Context: an optimization exercise on an open-source flow, tuned for small area, a short achievable clock period and few clock cycles. The choices shown serve that exercise and are no tape-out recipe. Power figures rest on the tool's default switching activity, not on a simulated workload.

JK:
// rm_edf_tick_scheduler
module rm_edf_tick_scheduler (
  input  wire logic                          clk,
  input  wire logic                          rst_n,
  input  wire logic                          start,
  output logic                               busy,
  input  wire logic [1:0]                    in_operation,
  input  wire logic [rmedf_pkg::SLOT_W-1:0]  in_task_index,
  input  wire logic [rmedf_pkg::VAL_W-1:0]   in_period,
  input  wire logic [rmedf_pkg::VAL_W-1:0]   in_burst,
  input  wire logic [rmedf_pkg::VAL_W-1:0]   in_deadline,
  output logic                               out_valid,
  output logic                               out_kind,
  output logic [rmedf_pkg::ID_W-1:0]         out_task_id,
  output logic                               out_seg_valid,
  output logic [rmedf_pkg::ID_W-1:0]         out_seg_task,
  output logic [rmedf_pkg::OUT_W-1:0]        out_seg_start,
  output logic [rmedf_pkg::OUT_W-1:0]        out_seg_end,
  output logic [2:0]                         out_seg_tag,
  output logic                               out_trace_full,
  output logic [rmedf_pkg::OUT_W-1:0]        out_count_complete,
  output logic [rmedf_pkg::OUT_W-1:0]        out_count_lost,
  output logic [rmedf_pkg::OUT_W-1:0]        out_count_killed,
  output logic                               out_last,
  input  wire logic                          psel,
  input  wire logic                          penable,
  input  wire logic                          pwrite,
  input  wire logic [rmedf_pkg::ADDR_W-1:0]  paddr,
  input  wire logic [rmedf_pkg::DATA_W-1:0]  pwdata,
  output logic [rmedf_pkg::DATA_W-1:0]       prdata,
  output logic                               pready
);
Size in the first run: roughly 8,700 cells after synthesis, roughly 1,500 flip-flops, about 0.087 mm² of cells after synthesis.
clock: 10.0 ns
lec_check: 0
cap_margin: 20
core_margin: 2
core_utilization: 55
cts_buf_list: sky130_fd_sc_hd__clkbuf_8
cts_cluster_size: 24
setup_slack_margin: 5
slew_margin: 20
standard.sh (not shown) runs the stock make flow with config.mk's settings and CLKGATE_MAP_FILE= SYNTH_SCRIPT=/design/flow/synth_recipe.tcl, a recipe that flattens the netlist after the stock synthesis.
==> flow/flow/run.sh <==
#!/bin/bash
set -euo pipefail
bash standard.sh SETUP_SLACK_MARGIN=6 finish > standard_make.log 2>&1
Edits applied to the flow inputs when going from JK to MS:
--- a/flow/design.v
+++ b/flow/design.v
@@ -511,43 +511,51 @@
         tot_r   <= 1'b0;
       end
     end
   end
   always_ff @(posedge clk) begin
     if (do_load && !tick0) ldslot_r <= in_task_index;
     if (do_fin) nfin_r <= n_eff;
     if (fpend_r) begin
       ts_r <= kw;
       cc_r <= done_s;
       cl_r <= lost_c[kw];
       ck_r <= kill_bus;
+    end else if (do_tick || do_fin) begin
+      cc_r <= '0;
+      cl_r <= '0;
+      ck_r <= '0;
     end
     if (do_tick || do_fin) begin
       id_r     <= do_fin ? NONE_ID : best;
       sv_r     <= s_ok;
-      stask_r  <= owner_r;
-      sstart_r <= since_a;
-      send_r   <= tick_r;
-      stag_r   <= s_tag;
+      stask_r  <= s_ok ? owner_r : NONE_ID;
+      sstart_r <= s_ok ? since_a : 16'd0;
+      send_r   <= s_ok ? tick_r : 16'd0;
+      stag_r   <= s_ok ? s_tag : rmedf_pkg::TAG_IDLE;
       full_r   <= full_n;
       last_r   <= do_tick || (n_eff == '0);
     end else if (fpend_r) begin
-      id_r     <= {1'b0, tot_r ? tsn : 3'd0};
+      id_r     <= {1'b0, kw};
       sv_r     <= 1'b0;
+      stask_r  <= NONE_ID;
+      sstart_r <= '0;
+      send_r   <= '0;
+      stag_r   <= rmedf_pkg::TAG_IDLE;
       last_r   <= ({1'b0, kw} + 4'd1 == nfin_r);
     end
   end
   assign out_valid          = ov_r;
   assign out_kind           = tot_r;
   assign out_task_id        = id_r;
   assign out_seg_valid      = sv_r;
-  assign out_seg_task       = sv_r ? stask_r : NONE_ID;
-  assign out_seg_start      = {16'd0, sv_r ? sstart_r : 16'd0};
-  assign out_seg_end        = {16'd0, sv_r ? send_r : 16'd0};
-  assign out_seg_tag        = sv_r ? stag_r : rmedf_pkg::TAG_IDLE;
+  assign out_seg_task       = stask_r;
+  assign out_seg_start      = {16'd0, sstart_r};
+  assign out_seg_end        = {16'd0, send_r};
+  assign out_seg_tag        = stag_r;
   assign out_trace_full     = full_r;
-  assign out_count_complete = {16'd0, tot_r ? cc_r : 16'd0};
-  assign out_count_lost     = {16'd0, tot_r ? cl_r : 16'd0};
-  assign out_count_killed   = {16'd0, tot_r ? ck_r : 16'd0};
+  assign out_count_complete = {16'd0, cc_r};
+  assign out_count_lost     = {16'd0, cl_r};
+  assign out_count_killed   = {16'd0, ck_r};
   assign out_last           = last_r;
 endmodule
 `default_nettype wire
Results
- Looking at proportion of synthesized area in mux cells across MS and JK, the one that comes out higher is JK.
- Compared with JK, in MS share of synthesized cell area in full adder, half adder and majority cells shrank by 0.33 points; proportion of power drawn by combinational gates shrank by 1.2 points; number of cells on the critical path grew by about 30%.
- MS: worst hold slack 0.0047 ns above JK
- Comparing post-route fraction of the period consumed by the critical path for MS and JK, the smaller number came from MS.
- Synthesized area per cell: MS vs JK down about 1.2%
- Combined area of the multi-input logic cells for MS: about 6% up relative to JK
- Core utilization ended up 0.91 points lower on MS than on JK.
- MS vs JK: largest net degree at the start of global routing up by a few percent
- Looking only at maximum vdd ir drop, and setting everything else aside, the higher value of MS and JK goes to JK.
- Diff JK -> MS | critical path required time | increase of 0.13 ns
- In the reports for MS and JK, the larger sequential share of layout area belongs to JK.
Function was not checked in any run of this note: the RTL went through the layout flow alone.


rm_edf_tick_scheduler, a different RTL version from the one above (not shown whole).
Size in the first run: roughly 7,700 cells after synthesis, about 1,400 flip-flops, ~80,000 µm² of cells after synthesis.
Settings: LEC_CHECK=0, CAP_MARGIN=20, CORE_MARGIN=2, CORE_UTILIZATION=40, SETUP_SLACK_MARGIN=5, SLEW_MARGIN=20; clock period 10.0 ns.
run.sh (not shown) runs the stock make flow with config.mk's settings and CLKGATE_MAP_FILE= SYNTH_SCRIPT=/design/flow/synth_recipe.tcl, a recipe that flattens the netlist after the stock synthesis.
Stock flow here: none of the scripts above is used.
Next try:
--- a/flow/design.v
+++ b/flow/design.v
@@ -399,40 +399,36 @@
       end
     end
   end
   always_ff @(posedge clk) begin
     if (do_load && !tick0) ldslot_r <= in_task_index;
     if (fpend_r) ts_r <= tot_r ? tsn : 3'd0;
     if (do_tick || do_fin) begin
       id_r     <= do_fin ? NONE_ID : best;
       sv_r     <= s_ok;
-      stask_r  <= s_ok ? owner_r : NONE_ID;
-      sstart_r <= s_ok ? since_r : '0;
-      send_r   <= s_ok ? tick_r : '0;
-      stag_r   <= s_ok ? s_tag : rmedf_pkg::TAG_IDLE;
+      stask_r  <= owner_r;
+      sstart_r <= since_r;
+      send_r   <= tick_r;
+      stag_r   <= s_tag;
       full_r   <= full_n;
       last_r   <= do_tick || (n_eff == '0);
     end else if (fpend_r) begin
       id_r     <= {1'b0, tot_r ? tsn : 3'd0};
       sv_r     <= 1'b0;
-      stask_r  <= NONE_ID;
-      sstart_r <= '0;
-      send_r   <= '0;
-      stag_r   <= rmedf_pkg::TAG_IDLE;
       last_r   <= ((tot_r ? {1'b0, tsn} : 4'd0) + 4'd1 == n_eff);
     end
   end
   assign out_valid          = ov_r;
   assign out_kind           = tot_r;
   assign out_task_id        = id_r;
   assign out_seg_valid      = sv_r;
-  assign out_seg_task       = stask_r;
-  assign out_seg_start      = {16'd0, sstart_r};
-  assign out_seg_end        = {16'd0, send_r};
-  assign out_seg_tag        = stag_r;
+  assign out_seg_task       = sv_r ? stask_r : NONE_ID;
+  assign out_seg_start      = {16'd0, sv_r ? sstart_r : 16'd0};
+  assign out_seg_end        = {16'd0, sv_r ? send_r : 16'd0};
+  assign out_seg_tag        = sv_r ? stag_r : rmedf_pkg::TAG_IDLE;
   assign out_trace_full     = full_r;
   assign out_count_complete = tot_r ? {16'd0, done_s} : '0;
   assign out_count_lost     = tot_r ? {16'd0, lost_c[ts_r]} : '0;
   assign out_count_killed   = tot_r ? {16'd0, kill_c[ts_r]} : '0;
   assign out_last           = last_r;
 endmodule
 `default_nettype wire
After rerunning:
- hold slack gains 0.013 ns
- total power fell by 1.5%
- sequential cell count is unchanged
- setup slack degrades by 0.12 ns
- core utilization is lower by 0.69 points
- area after synthesis shrinks by 0.80%
- clock power shrinks by about 2%
- cell area drops by 1.7%
- wire length shrinks by 1.1%
No functional check of the RTL was part of any run of this note.

==> port drivers added, routing unchanged <==
Ports are ideal in the flow. The routed layouts listed here were re-timed in OpenROAD. Step 1: set_driving_cell puts a clkbuf_16 on clk and a buf_2 on each other input, an assumption about the parent block. Step 2 moves the port delays by t, midway between the first and last clock arrival at a register: inputs arrive t later, outputs are due t later. That takes back most of the time a late clock gives input paths. Three values: ideal ports, drivers, drivers and shift; two values: the first two.
| run | shift t [ns] | slack for setup (ns) | hold slack, ns |
|---|---|---|---|
| JK | 1.067 | 3.766 / 3.778 / 2.711 | 0.460 / 0.460 / 0.460 |
| MS | 1.141 | 4.500 / 4.470 / 3.329 | 0.465 / 0.465 / 0.465 |
| the first run of note 2 | 0.919 | 4.192 / 4.192 / 4.192 | 0.460 / 0.460 / 0.460 |
| the second run of note 2 | 0.908 | 4.075 / 4.075 / 4.075 | 0.473 / 0.473 / 0.473 |
After both steps every run listed still meets setup and hold. The setup slack of MS, which loses most, moves by -0.030 ns with the drivers and by -1.171 ns with both steps.
